Background: an optimization exercise with open tools, aiming at small area. Do not read the settings as production practice. At most, simulation tests tie the RTL to the original design; equivalence was not proved. The flow treats the clock pin as an ideal source. Dropping or thinning the clock tree relies on that and would not hold on a real chip. No activity file was given, so power comes from the tool's default toggle rates.

build 7:
==> flow/design.v <==
`default_nettype none
package vga_player_pkg;
    localparam int ROW_BITS = 128;
    localparam int BLOCK_PX = 8;
    localparam int BLOCKS_X = 80;
    localparam logic [7:0] READ_CMD = 8'h6B;
endpackage
`default_nettype wire
`timescale 1ns/1ps
`default_nettype none
module vga_player_top #(
    parameter int H_ACTIVE     = 640,
    parameter int H_FRONT      = 16,
    parameter int H_SYNC       = 96,
    parameter int H_BACK       = 80,
    parameter int V_ACTIVE     = 480,
    parameter int V_FRONT      = 1,
    parameter int V_SYNC       = 3,
    parameter int V_BACK       = 36,
    parameter int FRAME_REPEAT = 3,
    parameter int FRAME_COUNT  = 16
) (
    input  wire                             px_clk,
    input  wire                             rst,
    input  wire [2:0]                       color_on,
    input  wire [2:0]                       color_off,
    input  wire [3:0]                       io_in,
    output logic [3:0]                      qspi,
    output logic [5:0]                      rgb,
    output logic                            hsync,
    output logic                            vsync,
    output logic                            sound_p,
    output logic                            sound_n
);
    localparam int H_TOTAL = H_ACTIVE + H_FRONT + H_SYNC + H_BACK;
    localparam int V_TOTAL = V_ACTIVE + V_FRONT + V_SYNC + V_BACK;
    localparam int H_SYNC_START = H_ACTIVE + H_FRONT;
    localparam int V_SYNC_START = V_ACTIVE + V_FRONT;
    localparam int BANDS = V_ACTIVE / 8;
    function automatic logic geq(input logic [9:0] x, input logic [9:0] c);
        geq = 1'b1;
        for (int i = 0; i < 10; i++) begin
            geq = c[i] ? (x[i] && geq) : (x[i] || geq);
        end
    endfunction
    function automatic logic leq(input logic [9:0] x, input logic [9:0] c);
        leq = 1'b1;
        for (int i = 0; i < 10; i++) begin
            leq = c[i] ? (!x[i] || leq) : (!x[i] && leq);
        end
    endfunction
    logic [9:0] h;
    logic       blank;
    logic [5:0] bq;
    logic [2:0] ln;
    wire line_end    = h == H_TOTAL - 1;
    wire active_end  = !blank && bq == 6'(BANDS) && ln == 3'd7;
    wire frame_end   = blank && bq == 6'((V_TOTAL - V_ACTIVE) / 8 - 1) && ln == 3'd7;
    always_ff @(posedge px_clk) begin
        if (rst) begin
            h <= '0;
            {blank, bq, ln} <= {1'b0, 6'd1, 3'd0};
        end else if (line_end) begin
            h <= '0;
            if (frame_end) begin
                {blank, bq, ln} <= {1'b0, 6'd1, 3'd0};
            end else if (active_end) begin
                {blank, bq, ln} <= {1'b1, 6'd0, 3'd0};
            end else begin
                {bq, ln} <= {bq, ln} + 1'b1;
            end
        end else begin
            h <= h + 1'b1;
        end
    end
    wire active = leq(h, 10'(H_ACTIVE - 1)) && !blank;
    logic [3:0] frame_idx;
    logic [1:0] repeat_idx;
    always_ff @(posedge px_clk) begin
        if (rst) begin
            repeat_idx <= '0;
            frame_idx  <= '0;
        end else if (line_end && active_end) begin
            if (repeat_idx == FRAME_REPEAT - 1) begin
                repeat_idx <= '0;
                frame_idx  <= frame_idx + 1'b1;
            end else begin
                repeat_idx <= repeat_idx + 1'b1;
            end
        end
    end
    wire read_line = ln == 3'd0 && (blank ? bq == 6'd0 : bq != 6'(BANDS));
    wire [5:0] bn = bq;
    wire [9:0] row_num = 10'(frame_idx * 6'd60) + 10'(bn);
    logic out_bit;
    always_comb begin
        case (h[4:0])
            5'd2:  out_bit = vga_player_pkg::READ_CMD[7];
            5'd3:  out_bit = vga_player_pkg::READ_CMD[6];
            5'd4:  out_bit = vga_player_pkg::READ_CMD[5];
            5'd5:  out_bit = vga_player_pkg::READ_CMD[4];
            5'd6:  out_bit = vga_player_pkg::READ_CMD[3];
            5'd7:  out_bit = vga_player_pkg::READ_CMD[2];
            5'd8:  out_bit = vga_player_pkg::READ_CMD[1];
            5'd9:  out_bit = vga_player_pkg::READ_CMD[0];
            5'd20: out_bit = row_num[9];
            5'd21: out_bit = row_num[8];
            5'd22: out_bit = row_num[7];
            5'd23: out_bit = row_num[6];
            5'd24: out_bit = row_num[5];
            5'd25: out_bit = row_num[4];
            5'd26: out_bit = row_num[3];
            5'd27: out_bit = row_num[2];
            5'd28: out_bit = row_num[1];
            5'd29: out_bit = row_num[0];
            default: out_bit = 1'b0;
        endcase
    end
    wire sel   = read_line && geq(h, 10'd1) && leq(h, 10'd74);
    wire sclk  = read_line && geq(h, 10'd2) && leq(h, 10'd74);
    wire io_oe = read_line && geq(h, 10'd2) && leq(h, 10'd33);
    assign qspi = {!sel, sclk, io_oe && out_bit, io_oe};
    wire cap_pix   = read_line && geq(h, 10'd55) && leq(h, 10'd74);
    wire cap_sound = read_line && (geq(h, 10'd43) && leq(h, 10'd46) && repeat_idx == 2'd0
        || geq(h, 10'd47) && leq(h, 10'd50) && repeat_idx[0]
        || geq(h, 10'd51) && leq(h, 10'd54) && repeat_idx[1]);
    logic [19:0] cache [4];
    logic [19:0] disp [4];
    logic        valid;
    wire xfer_line = ln == 3'd7 && (!blank || bq == 6'd0);
    wire xfer = xfer_line && geq(h, 10'd651) && leq(h, 10'd670);
    wire rot  = leq(h, 10'(H_ACTIVE - 1)) && h[4:0] == 5'd31;
    always_ff @(posedge px_clk) begin
        for (int k = 0; k < 4; k++) begin
            cache[k] <= {cap_pix ? io_in[3-k] : cache[k][0], cache[k][19:1]};
            if (xfer || rot) begin
                disp[k] <= {xfer ? cache[k][0] : disp[k][0], disp[k][19:1]};
            end
        end
    end
    wire pix_on = active && (valid || bq[1]) && disp[h[4:3]][0];
    logic [2:0] rgb_q;
    always_ff @(posedge px_clk) begin
        if (rst) begin
            rgb_q   <= color_off;
        end else begin
            rgb_q   <= pix_on ? color_on : color_off;
        end
    end
    assign rgb   = {{2{rgb_q[2]}}, {2{rgb_q[1]}}, {2{rgb_q[0]}}};
    assign hsync = !(geq(h, 10'(H_SYNC_START + 1)) && leq(h, 10'(H_SYNC_START + H_SYNC)));
    assign vsync = !(blank && bq == 6'd0 && (h == 10'd0 ? ln >= 3'd2 && ln <= 3'd4
                                                        : ln >= 3'd1 && ln <= 3'd3));
    logic [3:0] sring [4];
    logic [1:0] lring [4];
    logic [7:0] threshold_n;
    logic       sound_q;
    wire low_load   = ln == 3'd0 && !blank && (h == 10'd1 || h == 10'd2);
    wire high_load  = ln == 3'd4 && (blank ? bq == 6'd4 : bq != 6'(BANDS))
        && (h == 10'd3 || h == 10'd4);
    wire sound_load = h == 10'd0 && ln == 3'd0 && !blank;
    wire half_band  = h == 10'd0 && ln == 3'd4;
    wire [7:0] word_l = {lring[0][1], lring[1][1], lring[2][1], lring[3][1],
                         lring[0][0], lring[1][0], lring[2][0], lring[3][0]};
    always_ff @(posedge px_clk) begin
        for (int k = 0; k < 4; k++) begin
            sring[k] <= {cap_sound ? io_in[3-k] : sring[k][0], sring[k][3:1]};
            lring[k] <= {low_load || high_load ? sring[k][0] : lring[k][0], lring[k][1]};
        end
    end
    wire [7:0] counter = {2'(h[7:6] + ln[1:0]), h[5:0]};
    always_ff @(posedge px_clk) begin
        if (sound_load || half_band) begin
            threshold_n <= ~word_l;
        end
    end
    always_ff @(posedge px_clk) begin
        if (rst) begin
            valid   <= 1'b0;
            sound_q <= 1'b0;
        end else begin
            if (h == 10'd0 && bq[1]) begin
                valid <= 1'b1;
            end
            sound_q <= valid && counter < ~threshold_n;
        end
    end
    assign sound_p = sound_q;
    assign sound_n = !sound_q;
endmodule
`default_nettype wire
clock: 31.75 ns
lec_check: 0
cap_margin: 20
core_margin: 2
core_utilization: 60
slew_margin: 20
standard.sh (not shown) runs the stock make flow with config.mk's settings and CLKGATE_MAP_FILE= SYNTH_SCRIPT=/design/flow/synth_recipe.tcl, a recipe that flattens the netlist after the stock synthesis.
==> flow/flow/run.sh <==
#!/bin/bash
# The standard ORFS layout (standard.sh) with these changes:
#  - synthesis: ABC runs flow/abc_area_opt.script, an area-oriented script,
#    in place of ORFS's abc_speed.script, and adders are left to ABC instead
#    of being mapped to ha/fa cells (ADDER_MAP_FILE empty). Everything else
#    in synthesis (the -nofsm -noshare synth, flip-flop mapping, flattening,
#    renaming) is the standard flow's own synth_recipe.tcl, so the registers are the same.
#  - after floorplan, logic cells are swapped to the smallest cell of their
#    family (flow/downsize.tcl); placement's repair_design resizes as needed.
#  - port buffers are buf_1 (every port still gets its own buffer).
#  - clock tree of clkbuf_16 only, clusters of up to 28 registers, without
#    dummy loads; after CTS the middle tree level is removed
#    (flow/cts_flatten.tcl), so the clock port drives one root buffer that
#    drives every leaf buffer.
# Each ORFS step logs to orfs/logs/...; make's output goes to standard.log.
set -e
HERE=$(pwd)
rm -rf "$HERE/orfs_scripts"
cp -r "$FLOW_HOME/scripts" "$HERE/orfs_scripts"
cp "$HERE/flow/abc_area_opt.script" "$HERE/orfs_scripts/abc_speed.script"
export SCRIPTS_DIR="$HERE/orfs_scripts"
export ADDER_MAP_FILE=
export POST_FLOORPLAN_TCL="$HERE/flow/downsize.tcl"
export BUFFER_PORTS_ARGS="-buffer_cell sky130_fd_sc_hd__buf_1"
export POST_CTS_TCL="$HERE/flow/cts_flatten.tcl"
export CTS_ARGS="-sink_clustering_enable -repair_clock_nets -buf_list sky130_fd_sc_hd__clkbuf_16 -sink_clustering_size 28 -sink_clustering_max_diameter 100 -dont_use_dummy_load"
bash standard.sh > standard.log 2>&1
Other scripts of this flow, unchanged in this note and not shown: flow/flow/abc_area_opt.script, flow/flow/cts_flatten.tcl, flow/flow/downsize.tcl
The final layout from build 7, which completed every stage, passed the timing, design-rule and antenna checks at the end of the flow.
Edits applied to the flow inputs when going from build 7 to trial 29:
--- a/flow/design.v
+++ b/flow/design.v
@@ -169,5 +169,8 @@
         end
     end
-    wire [7:0] counter = {2'(h[7:6] + ln[1:0]), h[5:0]};
+    wire [1:0] counter_hi = 2'(h[7:6] + ln[1:0]);
+    wire [7:0] threshold = ~threshold_n;
+    wire below = counter_hi < threshold[7:6]
+        || counter_hi == threshold[7:6] && h[5:0] < threshold[5:0];
     always_ff @(posedge px_clk) begin
         if (sound_load || half_band) begin
@@ -183,5 +186,5 @@
                 valid <= 1'b1;
             end
-            sound_q <= valid && counter < ~threshold_n;
+            sound_q <= valid && below;
         end
     end
Notes after the runs:
- Trial 29 ends up with a part of the total power dissipated in combinational logic that is 0.5 points lower than in build 7.
- On net switching component of the power, build 7 loses to trial 29.
- Number of standard cells in the final layout excluding fillers in trial 29 is 13 below build 7.
- Compared with build 7, trial 29 shows a lower area of the core region.
- Critical path depth came out exactly the same in trial 29 and build 7.
- Diff build 7..trial 29 | clock slew seen by the registers of the worst setup and hold paths | negligible

========
Another version of the RTL of vga_player_top (not shown whole).
Size in the first run: ~480 cells after synthesis, ~220 flip-flops, about 26 I/O pins, roughly 6900 um2 of cells after synthesis.
==> flow/config.mk <==
export PLATFORM = sky130hd
export DESIGN_NAME = vga_player_top
export DESIGN_NICKNAME = vga_player_top
export VERILOG_FILES = /design/flow/design.v
export SDC_FILE = /design/flow/constraint.sdc
export NUM_CORES = 4
export LEC_CHECK = 0
export CAP_MARGIN = 20
export CORE_MARGIN = 2
export CORE_UTILIZATION = 60
export SLEW_MARGIN = 20
==> flow/constraint.sdc <==
create_clock -name core_clock -period 31.75 [get_ports {px_clk}]
set_input_delay 6.3500 -clock core_clock [delete_from_list [all_inputs] [get_ports {px_clk}]]
set_output_delay 6.3500 -clock core_clock [all_outputs]
set_load 0.01 [all_outputs]
==> flow/flow/run.sh <==
#!/bin/bash
# The standard ORFS layout (standard.sh) with these changes:
#  - synthesis: ABC runs flow/abc_area_opt.script, an area-oriented script,
#    in place of ORFS's abc_speed.script, and adders are left to ABC instead
#    of being mapped to ha/fa cells (ADDER_MAP_FILE empty). Everything else
#    in synthesis (the -nofsm -noshare synth, flip-flop mapping, flattening,
#    renaming) is the standard flow's own synth_recipe.tcl, so the registers are the same.
#  - after floorplan, logic cells are swapped to the smallest cell of their
#    family (flow/downsize.tcl); placement's repair_design resizes as needed.
#  - port buffers are buf_1.
#  - clock tree of clkbuf_16 only, without dummy loads.
# Each ORFS step logs to orfs/logs/...; make's output goes to standard.log.
set -e
HERE=$(pwd)
rm -rf "$HERE/orfs_scripts"
cp -r "$FLOW_HOME/scripts" "$HERE/orfs_scripts"
cp "$HERE/flow/abc_area_opt.script" "$HERE/orfs_scripts/abc_speed.script"
export SCRIPTS_DIR="$HERE/orfs_scripts"
export ADDER_MAP_FILE=
export POST_FLOORPLAN_TCL="$HERE/flow/downsize.tcl"
export BUFFER_PORTS_ARGS="-buffer_cell sky130_fd_sc_hd__buf_1"
export CTS_ARGS="-sink_clustering_enable -repair_clock_nets -buf_list sky130_fd_sc_hd__clkbuf_16 -sink_clustering_size 26 -sink_clustering_max_diameter 150 -dont_use_dummy_load"
bash standard.sh > standard.log 2>&1
Other scripts of this flow, unchanged in this note and not shown: flow/flow/abc_area_opt.script, flow/flow/downsize.tcl
Then changed:
--- a/flow/design.v
+++ b/flow/design.v
@@ -111,18 +111,18 @@
             default: out_bit = 1'b0;
         endcase
     end
     wire sel   = read_line && geq(h, 10'd1) && leq(h, 10'd74);
     wire sclk  = read_line && geq(h, 10'd2) && leq(h, 10'd74);
     wire io_oe = read_line && geq(h, 10'd2) && leq(h, 10'd33);
     assign qspi = {!sel, sclk, io_oe && out_bit, io_oe};
     wire cap_pix   = read_line && geq(h, 10'd55) && leq(h, 10'd74);
-    wire cap_sound = read_line && (geq(h, 10'd43) && leq(h, 10'd46) && repeat_idx == 2'd0
-        || geq(h, 10'd47) && leq(h, 10'd50) && repeat_idx[0]
+    wire cap_sound = read_line && (geq(h, 10'd43) && leq(h, 10'd46)
+        || geq(h, 10'd47) && leq(h, 10'd50) && repeat_idx != 2'd0
         || geq(h, 10'd51) && leq(h, 10'd54) && repeat_idx[1]);
     logic [19:0] cache [4];
     logic [19:0] disp [4];
     logic        valid;
     wire xfer_line = vn[2:0] == 3'd7 && leq(vn, 10'(8 * BANDS + 15));
     wire xfer = xfer_line && geq(h, 10'd651) && leq(h, 10'd670);
     wire rot  = leq(h, 10'(H_ACTIVE - 1)) && h[4:0] == 5'd31;
     always_ff @(posedge px_clk) begin
- first-iteration DRC count grows by 0.68%
- cell area grows by 1.1%
- power grows by 0.76%
- setup slack degrades by 0.032 ns
- sequential power stays flat
- worst hold slack barely changes
- die area grows by 0.91%
- combinational power grows by about 20%
- global-route usage grows by 1.4 points
- count of clock-buffer cells in the layout stays the same
- wire length grows by 8.3%

========
Setup of old:
vga_player_top with an RTL version that a note above also has.
Size in the first run: roughly 510 cells after synthesis, ~26 I/O pins.
export LEC_CHECK = 0
export CAP_MARGIN = 20
export CORE_MARGIN = 2
export CORE_UTILIZATION = 60
export SLEW_MARGIN = 20
create_clock -name core_clock -period 31.75 [get_ports {px_clk}]
==> flow/flow/run.sh <==
#!/bin/bash
# Standard ORFS layout (standard.sh) with: logic cells downsized after
# floorplan, buf_1 port buffers, and a clock tree of clkbuf_16 without
# dummy loads. Each step's log is in orfs/logs; make's output in standard.log.
HERE=$(pwd)
export POST_FLOORPLAN_TCL="$HERE/flow/downsize.tcl"
export BUFFER_PORTS_ARGS="-buffer_cell sky130_fd_sc_hd__buf_1"
export CTS_ARGS="-sink_clustering_enable -repair_clock_nets -buf_list sky130_fd_sc_hd__clkbuf_16 -sink_clustering_size 26 -sink_clustering_max_diameter 150 -dont_use_dummy_load"
bash standard.sh > standard.log 2>&1
==> flow/flow/downsize.tcl <==
# After floorplan: swap each logic cell to the smallest cell of the same
# family (same function and pins, e.g. nor4_4 -> nor4_1). Synthesis sizes
# for a far tighter clock than the real one; repair_design in placement
# upsizes again wherever slew or capacitance needs it.
set db [ord::get_db]
set block [ord::get_db_block]
set dont_use $::env(DONT_USE_CELLS)
set best [dict create]
foreach lib [$db getLibs] {
  foreach m [$lib getMasters] {
    set n [$m getName]
    if {[lsearch -exact $dont_use $n] >= 0} { continue }
    if {![regexp {^(sky130_fd_sc_hd__[a-z0-9]+)_([0-9]+)$} $n -> base drv]} { continue }
    set a [expr {[$m getWidth] * [$m getHeight]}]
    if {![dict exists $best $base] || $a < [lindex [dict get $best $base] 1]} {
      dict set best $base [list $n $a]
    }
  }
}
set count 0
foreach inst [$block getInsts] {
  set n [[$inst getMaster] getName]
  if {![regexp {^(sky130_fd_sc_hd__[a-z0-9]+)_([0-9]+)$} $n -> base drv]} { continue }
  if {![dict exists $best $base]} { continue }
  set target [lindex [dict get $best $base] 0]
  if {$target ne $n} {
    replace_cell [$inst getName] $target
    incr count
  }
}
puts "downsize.tcl: replaced $count cells"
old: full flow OK, the timing, design-rule and antenna checks passed
The inputs of new differ from those of old as listed below.
--- a/flow/design.v
+++ b/flow/design.v
@@ -132,26 +132,28 @@
                 disp[k] <= {xfer ? cache[k][0] : disp[k][0], disp[k][19:1]};
             end
         end
     end
     wire pix_on = active && (valid || !vn[3]) && disp[h[4:3]][0];
     logic [2:0] rgb_q;
+    logic       vsync_q;
     always_ff @(posedge px_clk) begin
         if (rst) begin
             rgb_q   <= color_off;
+            vsync_q <= 1'b1;
         end else begin
             rgb_q   <= pix_on ? color_on : color_off;
+            vsync_q <= !(geq(vn, 10'(V_SYNC_START + 8)) && leq(vn, 10'(V_SYNC_START + V_SYNC + 7)));
         end
     end
     assign rgb   = {{2{rgb_q[2]}}, {2{rgb_q[1]}}, {2{rgb_q[0]}}};
     assign hsync = !(geq(h, 10'(H_SYNC_START + 1)) && leq(h, 10'(H_SYNC_START + H_SYNC)));
-    assign vsync = !(h == 10'd0 ? geq(vn, 10'(V_SYNC_START + 9)) && leq(vn, 10'(V_SYNC_START + V_SYNC + 8))
-                                : geq(vn, 10'(V_SYNC_START + 8)) && leq(vn, 10'(V_SYNC_START + V_SYNC + 7)));
+    assign vsync = vsync_q;
     logic [3:0] sring [4];
     logic [1:0] lring [4];
-    logic [7:0] threshold_n;
+    logic [7:0] threshold;
     logic       sound_q;
     wire low_load   = vn[2:0] == 3'd0 && leq(vn, 10'(8 * BANDS + 7)) && (h == 10'd1 || h == 10'd2);
     wire sound_load = h == 10'd0 && vn[2:0] == 3'd0 && leq(vn, 10'(8 * BANDS + 7));
     wire half_band  = h == 10'd0 && vn[2:0] == 3'd4;
     wire [7:0] word_hi = {sring[0][3], sring[1][3], sring[2][3], sring[3][3],
                           sring[0][0], sring[1][0], sring[2][0], sring[3][0]};
@@ -163,26 +165,26 @@
             lring[k] <= {low_load ? sring[k][0] : lring[k][0], lring[k][1]};
         end
     end
     wire [7:0] counter = {2'(h[7:6] + vn[1:0]), h[5:0]};
     always_ff @(posedge px_clk) begin
         if (sound_load) begin
-            threshold_n <= ~word_hi;
+            threshold <= word_hi;
         end else if (half_band) begin
-            threshold_n <= ~word_lo;
+            threshold <= word_lo;
         end
     end
     always_ff @(posedge px_clk) begin
         if (rst) begin
             valid   <= 1'b0;
             sound_q <= 1'b0;
         end else begin
             if (h == 10'd0 && !vn[3]) begin
                 valid <= 1'b1;
             end
-            sound_q <= valid && counter < ~threshold_n;
+            sound_q <= valid && counter < threshold;
         end
     end
     assign sound_p = sound_q;
     assign sound_n = !sound_q;
 endmodule
 `default_nettype wire
Findings:
Changes observed in new relative to old: post-synth net total picked up an extra 0.91%; all-layer global routing usage lost 0.51 points. Per the comparison of new with old, xor/xnor cell area share of the yosys netlist has remained practically unchanged, worst hold slack barely changed, power saw an increase. In the final reports, the cell area of new is larger than that of old. The higher path depth of the worst reg2reg path came out of new.
The RTL of new was laid out without a check of its function.

port drivers added, routing unchanged:
In the flow no input, the clock included, has a driving cell. The finished layouts below were timed again as built, in two steps. Step 1 assumes that a clkbuf_16 drives the clock port and a buf_2 every other input. Step 2 times the ports against the registers' clock, not the clock port: input delays grow and output delays shrink by t, the midpoint of the rising clock arrivals with the driver on. Three values: no drivers, after step 1, after step 2; two values: the first two.
| run | shift t [ns] | setup WS [ns] | cell pins on the clock port's net |
|---|---|---|---|
| build 7 | 0.416 | 22.778 / 22.740 / 23.157 | 1 |
| trial 29 | 0.417 | 22.678 / 22.640 / 23.057 | 1 |
| the first run of note 2 | 0.482 | 22.315 / 22.277 / 22.759 | 1 |
| the second run of note 2 | 0.482 | 22.283 / 22.244 / 22.726 | 1 |
| old | 0.475 | 21.869 / 21.830 / 22.305 | 1 |
| new | 0.497 | 21.760 / 21.716 / 22.214 | 1 |
After both steps every run listed still meets setup and hold.
